What follows belongs to an exercise in optimizing a design on an open flow for small area, a short achievable clock period and few clock cycles per item; a production flow would make more cautious choices. RTL that was checked went through simulation tests only; none was proved equivalent to the original. Power and IR drop assume default switching activity.

==> inputs of trial 59 <==
Design hash_ring_node_table, start of the top module:
module hash_ring_node_table (
  input  logic         clk,
  input  logic         rst_n,
  input  logic         in_valid,
  output logic         in_ready,
  input  logic [1:0]   in_opcode,
  input  logic [7:0]   in_key_byte,
  input  logic         in_last_byte,
  input  logic [31:0]  in_node_address,
  input  logic [15:0]  in_node_port,
  output logic         out_valid,
  input  logic         out_ready,
  output logic [1:0]   out_status,
  output logic [31:0]  out_found_address,
  output logic [15:0]  out_found_port,
  output logic [31:0]  out_key_hash
);
make LEC_CHECK=0 CAP_MARGIN=20 CORE_MARGIN=2 CORE_UTILIZATION=40 PLACE_DENSITY=0.6 SLEW_MARGIN=20 finish   # period 5.0 ns
run.sh (not shown) runs the stock make flow with config.mk's settings and CLKGATE_MAP_FILE= SYNTH_SCRIPT=/design/flow/synth_recipe.tcl, a recipe that flattens the netlist after the stock synthesis.
==> build 57 (differences from trial 59) <==
--- a/flow/design.v
+++ b/flow/design.v
@@ -12,14 +12,26 @@
     logic [31:0] c;
     c = crc ^ {24'd0, b};
     for (int k = 0; k < 8; k++) begin
       c = c[0] ? ((c >> 1) ^ CRC_POLY) : (c >> 1);
     end
     crc_byte = c;
   endfunction
+  function automatic logic [1:0] cmp_ge_eq(input logic [31:0] a, input logic [31:0] b);
+    logic [31:0] g, e;
+    g = a & ~b;
+    e = ~(a ^ b);
+    for (int w = 1; w < 32; w = w * 2) begin
+      for (int i = 0; i < 32; i += 2 * w) begin
+        g[i] = g[i + w] | (e[i + w] & g[i]);
+        e[i] = e[i + w] & e[i];
+      end
+    end
+    cmp_ge_eq = {g[0] | e[0], e[0]};
+  endfunction
 endpackage
 module hrnt_front (
   input  logic        clk,
   input  logic        rst_n,
   input  logic        in_valid,
   output logic        in_ready,
   input  logic [1:0]  in_opcode,
@@ -187,16 +199,15 @@
   end
   logic [31:0] tap_hash [NTAP];
   logic        t_ge [NTAP];
   logic        t_eq [NTAP];
   always_comb begin
     for (int j = 0; j < NTAP; j++) begin
       tap_hash[j] = r_hash[j*R];
-      t_ge[j] = r_vld[j*R] && (tap_hash[j] >= k_hash);
-      t_eq[j] = r_vld[j*R] && (tap_hash[j] == k_hash);
+      {t_ge[j], t_eq[j]} = {2{r_vld[j*R]}} & hrnt_pkg::cmp_ge_eq(tap_hash[j], k_hash);
     end
   end
   always_ff @(posedge clk) begin
     for (int i = 0; i < N; i++) begin
       if (((i + N - 1) % N) % R == 0) begin
         f_ge[i] <= t_ge[((i + N - 1) % N) / R];
         f_eq[i] <= t_eq[((i + N - 1) % N) / R];
==> flow/config.mk (replaced) <==
export PLATFORM = sky130hd
export DESIGN_NAME = hash_ring_node_table
export DESIGN_NICKNAME = hash_ring_node_table
export VERILOG_FILES = /design/flow/design.v
export SDC_FILE = /design/flow/constraint.sdc
export NUM_CORES = 4
export LEC_CHECK = 0
export ABC_CLOCK_PERIOD_IN_PS = 2300
export CAP_MARGIN = 20
export CORE_MARGIN = 2
export CORE_UTILIZATION = 40
export PLACE_DENSITY = 0.6
export SETUP_SLACK_MARGIN = 2.7
export SLEW_MARGIN = 20
==> flow_summary.json <==
{
  "status": "timing/DRC/antenna clean",
  "place_congestion": 0.8069,
  "critical_path.max_stage_delay_ns": 0.85,
  "seq_area_um2": 35280,
  "multi_input_area_um2": 10150,
  "crit_end": "u_back.op_r[1]$_SDFFE_PP0P_",
  "nNonClkBuffers": 172,
  "syn_area_per_cell_um2": 13.80,
  "crit_fanout": 30,
  "finalCriticalPeriod_ns": 3.422
}
-- figures above: trial 59

==> flow_summary.json <==
{
  "n_clock_buffer": 238,
  "syn_area_per_cell_um2": 13.90,
  "synth_top_family_by_area": "simple AND/OR/NAND/NOR gates",
  "cp_num_buf_inv": 6,
  "seq_area_um2": 35420,
  "crit_fanout": 5,
  "multiInputCombCellCount": 1488,
  "clk_pin_slew_ns": 0.07,
  "multi_input_area_um2": 11080,
  "status": "timing/DRC/antenna clean",
  "hold_start": "u_back.r_port[8][1]$_DFF_P_",
  "finalCriticalPeriod_ns": 2.731,
  "nNonClkBuffers": 267,
  "p_int_mw": 21.01,
  "place_congestion": 0.8241,
  "critical_path.max_stage_delay_ns": 0.40
}
-- figures above: build 57

Testbench counts of trial 59, summed over its fixed seeds: cycles 30,455, items 2,400.
The RTL of build 57 was laid out without a check of its function.


==> run a <==
hash_ring_node_table, a different RTL version from the one above (not shown whole).
// hash_ring_node_table
module hash_ring_node_table (
  input  logic         clk,
  input  logic         rst_n,
  input  logic         in_valid,
  output logic         in_ready,
  input  logic [1:0]   in_opcode,
  input  logic [7:0]   in_key_byte,
  input  logic         in_last_byte,
  input  logic [31:0]  in_node_address,
  input  logic [15:0]  in_node_port,
  output logic         out_valid,
  input  logic         out_ready,
  output logic [1:0]   out_status,
  output logic [31:0]  out_found_address,
  output logic [15:0]  out_found_port,
  output logic [31:0]  out_key_hash
);
==> flow/config.mk <==
export PLATFORM = sky130hd
export DESIGN_NAME = hash_ring_node_table
export DESIGN_NICKNAME = hash_ring_node_table
export VERILOG_FILES = /design/flow/design.v
export SDC_FILE = /design/flow/constraint.sdc
export NUM_CORES = 4
export LEC_CHECK = 0
export ABC_CLOCK_PERIOD_IN_PS = 2300
export CAP_MARGIN = 20
export CORE_MARGIN = 2
export CORE_UTILIZATION = 40
export CTS_CLUSTER_DIAMETER = 100
export CTS_CLUSTER_SIZE = 25
export PLACE_DENSITY = 0.6
export SETUP_SLACK_MARGIN = 2.7
export SLEW_MARGIN = 20
export TNS_END_PERCENT = 30
==> flow/constraint.sdc <==
create_clock -name core_clock -period 5.0 [get_ports {clk}]
set_input_delay 1.0000 -clock core_clock [delete_from_list [all_inputs] [get_ports {clk}]]
set_output_delay 1.0000 -clock core_clock [all_outputs]
set_load 0.01 [all_outputs]
==> inputs of run b, as changes to run a <==
--- a/flow/design.v
+++ b/flow/design.v
@@ -99,15 +99,15 @@
         sh_r <= in_last_byte ? hrnt_pkg::crc_byte(hrnt_pkg::CRC_INIT, 8'd0)
                              : hrnt_pkg::crc_byte(sh_r, 8'd0) ^
                                hrnt_pkg::crc_byte(hrnt_pkg::crc_byte(32'd0, in_key_byte), 8'd0);
       end
     end
   end
   always_ff @(posedge clk) begin
-    if (to_buf) begin
+    if (!bf_r || c_free_now) begin
       bh_r  <= ~crc_step;
       bop_r <= in_opcode;
       ba_r  <= in_node_address;
       bp_r  <= in_node_port;
     end
   end
 endmodule
@@ -141,18 +141,19 @@
   logic        f_eq   [N];
   logic [1:0]  k_op;
   logic [31:0] k_hash;
   logic [31:0] k_addr;
   logic [15:0] k_port;
   logic [R:0]    ph_r;         
   logic          act;
+  logic [R:0]    ph_nxt;
+  logic          full, do_clr, do_inc, do_dec, need_inj, inj_wait, inj;
   logic          fov_r;        
   logic [1:0]    y_op_r;       
   logic          ipend_r;      
-  logic [3:0]    ins_rank_r;
   logic [4:0]    count_r;
   logic          fnd_r;
   logic          hacc_r, facc_r;   
   logic          hfin_r, ffin_r;   
   logic [3:0]    brank_r;
   logic        ov_r;
   logic [1:0]  os_r;
@@ -185,96 +186,82 @@
   logic [1:0] op_c;
   assign op_c = fov_r ? y_op_r : k_op;
   assign act     = |ph_r;
   assign cap     = |ph_r[R:1];
   assign restart = (|ph_r[R-1:1]) && ov_r && !out_ready;
   assign capt    = (cap && !restart) || fov_r;
   assign first   = ph_r[1];
-  logic        cd_ge [NTAP];
   logic [3:0]  cd_rk [NTAP];
   logic [3:0]  tp_rk [NTAP];
-  logic        win   [NTAP];
-  logic [NTAP*NTAP-1:0] pw_r, pw_nxt;   
-  logic [NTAP-1:0]      lb_r, lb_nxt;   
-  logic        any_win, bfound, fnd_f;
+  logic [NTAP-1:0] win_r, win_nxt;
+  logic        tp_ge [NTAP];
+  logic        lb    [NTAP];
+  logic        any_win, bfound, fnd_f, bf_after;
   logic [31:0] win_addr;
   logic [15:0] win_port;
   logic [3:0]  win_rank, brank_f;
   always_comb begin
     bfound = fnd_r && !first;
     for (int j = 0; j < NTAP; j++) begin
-      cd_ge[j] = f_ge[(j*R + 1) % N] && r_vld[(j*R + 1) % N];
       cd_rk[j] = r_rank[(j*R + 1) % N];
       tp_rk[j] = r_rank[j*R];
     end
-    for (int j = 0; j < NTAP; j++) begin
-      win[j] = cd_ge[j] && (!bfound || lb_r[j]);
-    end
-    for (int j = 0; j < NTAP; j++) begin
-      for (int i = j + 1; i < NTAP; i++) begin
-        if (pw_r[j*NTAP+i]) begin
-          win[i] = win[i] && !cd_ge[j];
-        end else begin
-          win[j] = win[j] && !cd_ge[i];
-        end
-      end
-    end
-    any_win  = 1'b0;
+    any_win  = |win_r;
     win_addr = '0;
     win_port = '0;
     win_rank = '0;
     for (int j = 0; j < NTAP; j++) begin
-      any_win  = any_win || win[j];
-      win_addr = win_addr | ({32{win[j]}} & r_addr[(j*R + 1) % N]);
-      win_port = win_port | ({16{win[j]}} & r_port[(j*R + 1) % N]);
-      win_rank = win_rank | ({4{win[j]}} & cd_rk[j]);
+      win_addr = win_addr | ({32{win_r[j]}} & r_addr[(j*R + 1) % N]);
+      win_port = win_port | ({16{win_r[j]}} & r_port[(j*R + 1) % N]);
+      win_rank = win_rank | ({4{win_r[j]}} & cd_rk[j]);
     end
     fnd_f   = bfound || any_win;
     brank_f = any_win ? win_rank : brank_r;
+    bf_after = !ph_nxt[1] && fnd_f;
     for (int j = 0; j < NTAP; j++) begin
-      for (int i = 0; i < NTAP; i++) begin
-        pw_nxt[j*NTAP+i] = hrnt_pkg::lt4(tp_rk[j], tp_rk[i]);
-      end
-      lb_nxt[j] = 1'b0;
-      if ((cap || fov_r) && any_win) begin
-        for (int k = 0; k < NTAP; k++) begin
-          lb_nxt[j] = lb_nxt[j] || (win[k] && hrnt_pkg::lt4(tp_rk[j], cd_rk[k]));
+      tp_ge[j] = t_ge[j] && r_vld[j*R] && !(do_clr && f_eq[j*R]);
+      lb[j]    = hrnt_pkg::lt4(tp_rk[j], brank_f);
+      win_nxt[j] = tp_ge[j] && (!bf_after || lb[j]);
+    end
+    for (int j = 0; j < NTAP; j++) begin
+      for (int i = j + 1; i < NTAP; i++) begin
+        if (hrnt_pkg::lt4(tp_rk[j], tp_rk[i])) begin
+          win_nxt[i] = win_nxt[i] && !tp_ge[j];
+        end else begin
+          win_nxt[j] = win_nxt[j] && !tp_ge[i];
         end
-      end else begin
-        lb_nxt[j] = hrnt_pkg::lt4(tp_rk[j], brank_r);
       end
     end
   end
   always_ff @(posedge clk) begin
-    pw_r <= pw_nxt;
-    lb_r <= lb_nxt;
+    win_r <= win_nxt;
   end
   always_ff @(posedge clk) begin
     if (capt) begin
       fnd_r   <= fnd_f;
       brank_r <= brank_f;
     end
   end
   logic       fin_reg, fin;
   logic [1:0] op_f;
-  logic       full, do_clr, do_inc, do_dec, need_inj, inj_fin, inj_wait, inj;
-  logic [3:0] ins_f;
+  logic [3:0] ins_rank;
   logic [1:0] status;
   assign fin_reg  = ph_r[R];
   assign fin      = fin_reg || fov_r;
   assign op_f     = fov_r ? y_op_r : k_op;
   assign full     = count_r[4];
   assign do_clr   = fin && hfin_r && (op_f == hrnt_pkg::OP_ADD || op_f == hrnt_pkg::OP_DEL);
   assign do_inc   = fin && (op_f == hrnt_pkg::OP_ADD) && !hfin_r && !full;
   assign do_dec   = fin && (op_f == hrnt_pkg::OP_DEL) && hfin_r;
   assign need_inj = (op_f == hrnt_pkg::OP_ADD) && (hfin_r || !full);
-  assign ins_f    = ffin_r ? brank_f : count_r[3:0];
-  assign inj_fin  = fin_reg && need_inj && !r_vld[N-1];
+  logic [4:0] count_dec;
+  assign count_dec = hrnt_pkg::dec5(count_r);
+  assign ins_rank  = fnd_r ? brank_r : count_dec[3:0];
   assign inj_wait = ipend_r && !r_vld[N-1];
-  assign inj      = inj_fin || inj_wait;
+  assign inj      = inj_wait;
   always_comb begin
     case (op_f)
       hrnt_pkg::OP_FIND: status = ffin_r ? hrnt_pkg::ST_OK : hrnt_pkg::ST_NOT_FOUND;
       hrnt_pkg::OP_ADD:  status = (hfin_r || !full) ? hrnt_pkg::ST_OK : hrnt_pkg::ST_FULL;
       hrnt_pkg::OP_DEL:  status = hfin_r ? hrnt_pkg::ST_OK : hrnt_pkg::ST_NOT_FOUND;
       default:           status = hrnt_pkg::ST_NOT_FOUND;
     endcase
@@ -293,36 +280,35 @@
     ffin_r <= facc_r || t_fnd;
     hacc_r <= !load && (hacc_r || t_hit);
     facc_r <= !load && (facc_r || t_fnd);
   end
   logic ovl_ok, fin_free, idle, load;
   assign idle     = !act && !ipend_r;
   assign ovl_ok   = ph_r[R-1] && !restart && (k_op != hrnt_pkg::OP_ADD);
-  assign fin_free = fin_reg && (!need_inj || inj_fin);
+  assign fin_free = fin_reg && !need_inj;
   logic free_r;
   assign c_free_now = free_r;
   assign load       = c_load && free_r;
   logic          ipend_nxt, ov_nxt;
-  logic [R:0]    ph_nxt;
   always_comb begin
     ipend_nxt = ipend_r;
-    if (fin_reg) ipend_nxt = need_inj && !inj_fin;
+    if (fin_reg) ipend_nxt = need_inj;
     if (inj_wait) ipend_nxt = 1'b0;
     ph_nxt = {ph_r[R-1:0], 1'b0};
     if (restart) ph_nxt = (R+1)'(2);
     if (load)    ph_nxt = (R+1)'(1);
     ov_nxt = fin || (ov_r && !out_ready);
   end
   assign c_free_next =
       (!act && !ipend_r && !load) ||
-      (fin_reg && !load && (k_op != hrnt_pkg::OP_ADD || !need_inj || inj_fin)) ||
+      (fin_reg && !load && !need_inj) ||
       (inj_wait && !load) ||
       (ph_r[R-2] && !ov_r && k_op != hrnt_pkg::OP_ADD) ||
       (ph_r[R-1] && !ov_r && !load && k_op != hrnt_pkg::OP_ADD) ||
-      (((ipend_r && r_vld[N-1]) || (fin_reg && need_inj && r_vld[N-1])) && !r_vld[N-2]);
+      (((ipend_r && r_vld[N-1]) || (fin_reg && need_inj)) && !r_vld[N-2]);
   always_ff @(posedge clk) begin
     if (!rst_n) begin
       ph_r    <= '0;
       ipend_r <= 1'b0;
       free_r  <= 1'b1;
       fov_r   <= 1'b0;
       ov_r    <= 1'b0;
@@ -338,15 +324,14 @@
       end else if (do_dec) begin
         count_r <= hrnt_pkg::dec5(count_r);
       end
     end
   end
   always_ff @(posedge clk) begin
     if (load && ovl_ok) y_op_r <= k_op;
-    if (fin_reg) ins_rank_r <= ins_f;
     if (load) begin
       k_op   <= c_op;
       k_hash <= c_hash;
       k_addr <= c_addr;
       k_port <= c_port;
     end
   end
@@ -373,15 +358,15 @@
         r_vld[i] <= 1'b0;
       end else if (i == 0 && inj) begin
         r_vld[i] <= 1'b1;
       end else begin
         r_vld[i] <= r_vld[S] && !(do_clr && eq);
       end
       if (i == 0 && inj) begin
-        r_rank[i] <= inj_fin ? ins_f : ins_rank_r;
+        r_rank[i] <= ins_rank;
       end else if (do_inc && gt) begin
         r_rank[i] <= hrnt_pkg::inc4(r_rank[S]);
       end else if (do_dec && gt) begin
         r_rank[i] <= hrnt_pkg::dec4(r_rank[S]);
       end else begin
         r_rank[i] <= r_rank[S];
       end
==> flow/flow/run.sh (new file) <==
#!/bin/bash
# The standard layout (the standard.sh: standard synthesis and ORFS on all steps), with
# one change: the buffers ORFS puts on the input and output ports are buf_4 cells instead of
# the default smallest buffer (a slow delay cell), so the port paths are not held back.
set -euo pipefail
export BUFFER_PORTS_ARGS="-buffer_cell sky130_fd_sc_hd__buf_4"
bash standard.sh > standard_flow.log 2>&1
==> flow/standard.sh (new file) <==
#!/bin/bash
# synth_recipe.tcl (not shown) runs the flow's synth.tcl, then flattens the netlist and writes it again
# the make line also repeats each setting of config.mk as NAME=value (left out here)
make -C /OpenROAD-flow-scripts/flow DESIGN_CONFIG=/design/flow/config.mk WORK_HOME=/design/flow/orfs CLKGATE_MAP_FILE= SYNTH_SCRIPT=/design/flow/synth_recipe.tcl "${@:-finish}"
- ABC_CLOCK_PERIOD_IN_PS: 2300 -> unset
- CORE_UTILIZATION: 40 -> 50
- PLACE_DENSITY: 0.6 -> 0.7
- SETUP_SLACK_MARGIN: 2.7 -> 2.6
removed: flow/run.sh
==> inputs of run c, as changes to run a <==
--- a/flow/design.v
+++ b/flow/design.v
@@ -99,15 +99,15 @@
         sh_r <= in_last_byte ? hrnt_pkg::crc_byte(hrnt_pkg::CRC_INIT, 8'd0)
                              : hrnt_pkg::crc_byte(sh_r, 8'd0) ^
                                hrnt_pkg::crc_byte(hrnt_pkg::crc_byte(32'd0, in_key_byte), 8'd0);
       end
     end
   end
   always_ff @(posedge clk) begin
-    if (to_buf) begin
+    if (!bf_r || c_free_now) begin
       bh_r  <= ~crc_step;
       bop_r <= in_opcode;
       ba_r  <= in_node_address;
       bp_r  <= in_node_port;
     end
   end
 endmodule
@@ -141,18 +141,19 @@
   logic        f_eq   [N];
   logic [1:0]  k_op;
   logic [31:0] k_hash;
   logic [31:0] k_addr;
   logic [15:0] k_port;
   logic [R:0]    ph_r;         
   logic          act;
+  logic [R:0]    ph_nxt;
+  logic          full, do_clr, do_inc, do_dec, need_inj, inj_wait, inj;
   logic          fov_r;        
   logic [1:0]    y_op_r;       
   logic          ipend_r;      
-  logic [3:0]    ins_rank_r;
   logic [4:0]    count_r;
   logic          fnd_r;
   logic          hacc_r, facc_r;   
   logic          hfin_r, ffin_r;   
   logic [3:0]    brank_r;
   logic        ov_r;
   logic [1:0]  os_r;
@@ -185,96 +186,82 @@
   logic [1:0] op_c;
   assign op_c = fov_r ? y_op_r : k_op;
   assign act     = |ph_r;
   assign cap     = |ph_r[R:1];
   assign restart = (|ph_r[R-1:1]) && ov_r && !out_ready;
   assign capt    = (cap && !restart) || fov_r;
   assign first   = ph_r[1];
-  logic        cd_ge [NTAP];
   logic [3:0]  cd_rk [NTAP];
   logic [3:0]  tp_rk [NTAP];
-  logic        win   [NTAP];
-  logic [NTAP*NTAP-1:0] pw_r, pw_nxt;   
-  logic [NTAP-1:0]      lb_r, lb_nxt;   
-  logic        any_win, bfound, fnd_f;
+  logic [NTAP-1:0] win_r, win_nxt;
+  logic        tp_ge [NTAP];
+  logic        lb    [NTAP];
+  logic        any_win, bfound, fnd_f, bf_after;
   logic [31:0] win_addr;
   logic [15:0] win_port;
   logic [3:0]  win_rank, brank_f;
   always_comb begin
     bfound = fnd_r && !first;
     for (int j = 0; j < NTAP; j++) begin
-      cd_ge[j] = f_ge[(j*R + 1) % N] && r_vld[(j*R + 1) % N];
       cd_rk[j] = r_rank[(j*R + 1) % N];
       tp_rk[j] = r_rank[j*R];
     end
-    for (int j = 0; j < NTAP; j++) begin
-      win[j] = cd_ge[j] && (!bfound || lb_r[j]);
-    end
-    for (int j = 0; j < NTAP; j++) begin
-      for (int i = j + 1; i < NTAP; i++) begin
-        if (pw_r[j*NTAP+i]) begin
-          win[i] = win[i] && !cd_ge[j];
-        end else begin
-          win[j] = win[j] && !cd_ge[i];
-        end
-      end
-    end
-    any_win  = 1'b0;
+    any_win  = |win_r;
     win_addr = '0;
     win_port = '0;
     win_rank = '0;
     for (int j = 0; j < NTAP; j++) begin
-      any_win  = any_win || win[j];
-      win_addr = win_addr | ({32{win[j]}} & r_addr[(j*R + 1) % N]);
-      win_port = win_port | ({16{win[j]}} & r_port[(j*R + 1) % N]);
-      win_rank = win_rank | ({4{win[j]}} & cd_rk[j]);
+      win_addr = win_addr | ({32{win_r[j]}} & r_addr[(j*R + 1) % N]);
+      win_port = win_port | ({16{win_r[j]}} & r_port[(j*R + 1) % N]);
+      win_rank = win_rank | ({4{win_r[j]}} & cd_rk[j]);
     end
     fnd_f   = bfound || any_win;
     brank_f = any_win ? win_rank : brank_r;
+    bf_after = !ph_nxt[1] && fnd_f;
     for (int j = 0; j < NTAP; j++) begin
-      for (int i = 0; i < NTAP; i++) begin
-        pw_nxt[j*NTAP+i] = hrnt_pkg::lt4(tp_rk[j], tp_rk[i]);
-      end
-      lb_nxt[j] = 1'b0;
-      if ((cap || fov_r) && any_win) begin
-        for (int k = 0; k < NTAP; k++) begin
-          lb_nxt[j] = lb_nxt[j] || (win[k] && hrnt_pkg::lt4(tp_rk[j], cd_rk[k]));
+      tp_ge[j] = t_ge[j] && r_vld[j*R] && !(do_clr && f_eq[j*R]);
+      lb[j]    = hrnt_pkg::lt4(tp_rk[j], brank_f);
+      win_nxt[j] = tp_ge[j] && (!bf_after || lb[j]);
+    end
+    for (int j = 0; j < NTAP; j++) begin
+      for (int i = j + 1; i < NTAP; i++) begin
+        if (hrnt_pkg::lt4(tp_rk[j], tp_rk[i])) begin
+          win_nxt[i] = win_nxt[i] && !tp_ge[j];
+        end else begin
+          win_nxt[j] = win_nxt[j] && !tp_ge[i];
         end
-      end else begin
-        lb_nxt[j] = hrnt_pkg::lt4(tp_rk[j], brank_r);
       end
     end
   end
   always_ff @(posedge clk) begin
-    pw_r <= pw_nxt;
-    lb_r <= lb_nxt;
+    win_r <= win_nxt;
   end
   always_ff @(posedge clk) begin
     if (capt) begin
       fnd_r   <= fnd_f;
       brank_r <= brank_f;
     end
   end
   logic       fin_reg, fin;
   logic [1:0] op_f;
-  logic       full, do_clr, do_inc, do_dec, need_inj, inj_fin, inj_wait, inj;
-  logic [3:0] ins_f;
+  logic [3:0] ins_rank;
   logic [1:0] status;
   assign fin_reg  = ph_r[R];
   assign fin      = fin_reg || fov_r;
   assign op_f     = fov_r ? y_op_r : k_op;
   assign full     = count_r[4];
   assign do_clr   = fin && hfin_r && (op_f == hrnt_pkg::OP_ADD || op_f == hrnt_pkg::OP_DEL);
   assign do_inc   = fin && (op_f == hrnt_pkg::OP_ADD) && !hfin_r && !full;
   assign do_dec   = fin && (op_f == hrnt_pkg::OP_DEL) && hfin_r;
   assign need_inj = (op_f == hrnt_pkg::OP_ADD) && (hfin_r || !full);
-  assign ins_f    = ffin_r ? brank_f : count_r[3:0];
-  assign inj_fin  = fin_reg && need_inj && !r_vld[N-1];
+  logic [4:0] count_dec;
+  assign count_dec = hrnt_pkg::dec5(count_r);
+  assign ins_rank  = fnd_r ? brank_r : count_dec[3:0];
   assign inj_wait = ipend_r && !r_vld[N-1];
-  assign inj      = inj_fin || inj_wait;
+  assign inj      = inj_wait;
   always_comb begin
     case (op_f)
       hrnt_pkg::OP_FIND: status = ffin_r ? hrnt_pkg::ST_OK : hrnt_pkg::ST_NOT_FOUND;
       hrnt_pkg::OP_ADD:  status = (hfin_r || !full) ? hrnt_pkg::ST_OK : hrnt_pkg::ST_FULL;
       hrnt_pkg::OP_DEL:  status = hfin_r ? hrnt_pkg::ST_OK : hrnt_pkg::ST_NOT_FOUND;
       default:           status = hrnt_pkg::ST_NOT_FOUND;
     endcase
@@ -293,36 +280,35 @@
     ffin_r <= facc_r || t_fnd;
     hacc_r <= !load && (hacc_r || t_hit);
     facc_r <= !load && (facc_r || t_fnd);
   end
   logic ovl_ok, fin_free, idle, load;
   assign idle     = !act && !ipend_r;
   assign ovl_ok   = ph_r[R-1] && !restart && (k_op != hrnt_pkg::OP_ADD);
-  assign fin_free = fin_reg && (!need_inj || inj_fin);
+  assign fin_free = fin_reg && !need_inj;
   logic free_r;
   assign c_free_now = free_r;
   assign load       = c_load && free_r;
   logic          ipend_nxt, ov_nxt;
-  logic [R:0]    ph_nxt;
   always_comb begin
     ipend_nxt = ipend_r;
-    if (fin_reg) ipend_nxt = need_inj && !inj_fin;
+    if (fin_reg) ipend_nxt = need_inj;
     if (inj_wait) ipend_nxt = 1'b0;
     ph_nxt = {ph_r[R-1:0], 1'b0};
     if (restart) ph_nxt = (R+1)'(2);
     if (load)    ph_nxt = (R+1)'(1);
     ov_nxt = fin || (ov_r && !out_ready);
   end
   assign c_free_next =
       (!act && !ipend_r && !load) ||
-      (fin_reg && !load && (k_op != hrnt_pkg::OP_ADD || !need_inj || inj_fin)) ||
+      (fin_reg && !load && !need_inj) ||
       (inj_wait && !load) ||
       (ph_r[R-2] && !ov_r && k_op != hrnt_pkg::OP_ADD) ||
       (ph_r[R-1] && !ov_r && !load && k_op != hrnt_pkg::OP_ADD) ||
-      (((ipend_r && r_vld[N-1]) || (fin_reg && need_inj && r_vld[N-1])) && !r_vld[N-2]);
+      (((ipend_r && r_vld[N-1]) || (fin_reg && need_inj)) && !r_vld[N-2]);
   always_ff @(posedge clk) begin
     if (!rst_n) begin
       ph_r    <= '0;
       ipend_r <= 1'b0;
       free_r  <= 1'b1;
       fov_r   <= 1'b0;
       ov_r    <= 1'b0;
@@ -338,15 +324,14 @@
       end else if (do_dec) begin
         count_r <= hrnt_pkg::dec5(count_r);
       end
     end
   end
   always_ff @(posedge clk) begin
     if (load && ovl_ok) y_op_r <= k_op;
-    if (fin_reg) ins_rank_r <= ins_f;
     if (load) begin
       k_op   <= c_op;
       k_hash <= c_hash;
       k_addr <= c_addr;
       k_port <= c_port;
     end
   end
@@ -373,15 +358,15 @@
         r_vld[i] <= 1'b0;
       end else if (i == 0 && inj) begin
         r_vld[i] <= 1'b1;
       end else begin
         r_vld[i] <= r_vld[S] && !(do_clr && eq);
       end
       if (i == 0 && inj) begin
-        r_rank[i] <= inj_fin ? ins_f : ins_rank_r;
+        r_rank[i] <= ins_rank;
       end else if (do_inc && gt) begin
         r_rank[i] <= hrnt_pkg::inc4(r_rank[S]);
       end else if (do_dec && gt) begin
         r_rank[i] <= hrnt_pkg::dec4(r_rank[S]);
       end else begin
         r_rank[i] <= r_rank[S];
       end
==> flow/flow/run.sh (new file) <==
#!/bin/bash
# The standard layout (the standard.sh: standard synthesis and ORFS on all steps), with
# one change: the buffers ORFS puts on the input and output ports are buf_4 cells instead of
# the default smallest buffer (a slow delay cell), so the port paths are not held back.
set -euo pipefail
export BUFFER_PORTS_ARGS="-buffer_cell sky130_fd_sc_hd__buf_4"
bash standard.sh > standard_flow.log 2>&1
==> flow/standard.sh (new file) <==
#!/bin/bash
# synth_recipe.tcl (not shown) runs the flow's synth.tcl, then flattens the netlist and writes it again
# the make line also repeats each setting of config.mk as NAME=value (left out here)
make -C /OpenROAD-flow-scripts/flow DESIGN_CONFIG=/design/flow/config.mk WORK_HOME=/design/flow/orfs CLKGATE_MAP_FILE= SYNTH_SCRIPT=/design/flow/synth_recipe.tcl "${@:-finish}"
- ABC_CLOCK_PERIOD_IN_PS: 2300 -> unset
- CAP_MARGIN: 20 -> 10
- CORE_UTILIZATION: 40 -> 45
- PLACE_DENSITY: 0.6 -> 0.65
- SETUP_SLACK_MARGIN: 2.7 -> 2.6
- SLEW_MARGIN: 20 -> 10
removed: flow/run.sh
==> qor summary <==
	run c	run b	run a
Wire length of the first global-routing pass	143 mm	138 mm	158 mm
Area enclosed by the die boundary	112,000 sq um	100,000 sq um	129,000 sq um
Run status	finished clean	finished clean	finished clean
Clock buffers	132	133	127
Worst reg-to-reg setup slack	2.51 ns	2.43 ns	2.54 ns
Wire length on met3	3.94 mm	4.28 mm	4.32 mm
Sequential power share	60.9%	61.3%	60.3%
Number of antenna violations at the first check in global routing	1	5	5
Fraction of the mapped netlist area in compound gates	6.03%	6.03%	6.48%
Uppermost routed layer	met4	met4	met5
Average cell area after synthesis	14.7 sq um	14.7 sq um	14.4 sq um
Clock latency on the worst-skew pair	0.68 ns	0.70 ns	0.69 ns
Slew at the pin closest to its max-slew limit	1.04 ns	0.960 ns	0.960 ns
Crit path required time	5.58 ns	5.57 ns	4.00 ns
Count of flip-flops and latches	1,701	1,701	1,711
Clock distribution power	7.27 mW	7.13 mW	7.38 mW
Nets	3,833	3,807	4,096
Ratio of total power to cell area	433 nW/um^2	435 nW/um^2	417 nW/um^2
Post-synth EDFFs	253	253	257
Cell Count, Final, Fillers Out	5,015	4,855	5,465
Sort of element at the end of the critical path	flop	flop	output pin
Unique masters post-synth	66	66	71
Testbench counts of run a, summed over its fixed seeds: cycles 28,572, items 2,400.
Testbench counts of run b, summed over its fixed seeds: cycles 28,659, items 2,400.
Testbench counts of run c, summed over its fixed seeds: cycles 28,659, items 2,400.

-- static timing again, ports no longer ideal --
The results above use ideal ports. As a check the final layouts listed here were re-extracted and re-timed, cells and wires unchanged. Step 1 sets driving cells, clkbuf_16 on the clock port and buf_2 on the other inputs (assumed; they add their load-dependent delay and slew). Step 2 also shifts input and output timing later by t, the mid clock arrival at the registers, as if the neighbouring blocks saw the same clock. Three values: ideal, step 1, step 2; two values: the first two.
| run | t (ns) | setup WS [ns] | latest minus earliest clock arrival (ns) | slew at the worst register clock pin (ns) | worst slew at a driven data input, ns |
|---|---|---|---|---|---|
| trial 59 | 0.820 | 1.578 / 1.578 / 1.578 | 0.051 / 0.051 | 0.07 / 0.07 | 0.15 |
| build 57 | 0.810 | 2.269 / 2.269 / 2.269 | 0.035 / 0.035 | 0.07 / 0.07 | 0.07 |
| run a | 0.744 | 2.501 / 2.436 / 1.722 | 0.047 / 0.047 | 0.10 / 0.10 | 0.18 |
| run b | 0.740 | 2.425 / 2.425 / 1.992 | 0.046 / 0.047 | 0.10 / 0.10 | 0.12 |
| run c | 0.740 | 2.509 / 2.473 / 1.896 | 0.036 / 0.036 | 0.11 / 0.11 | 0.11 |
After both steps every run listed still meets setup and hold. For run a, which loses most, drivers alone change the setup slack by -0.065 ns; drivers and shift together by -0.779 ns.
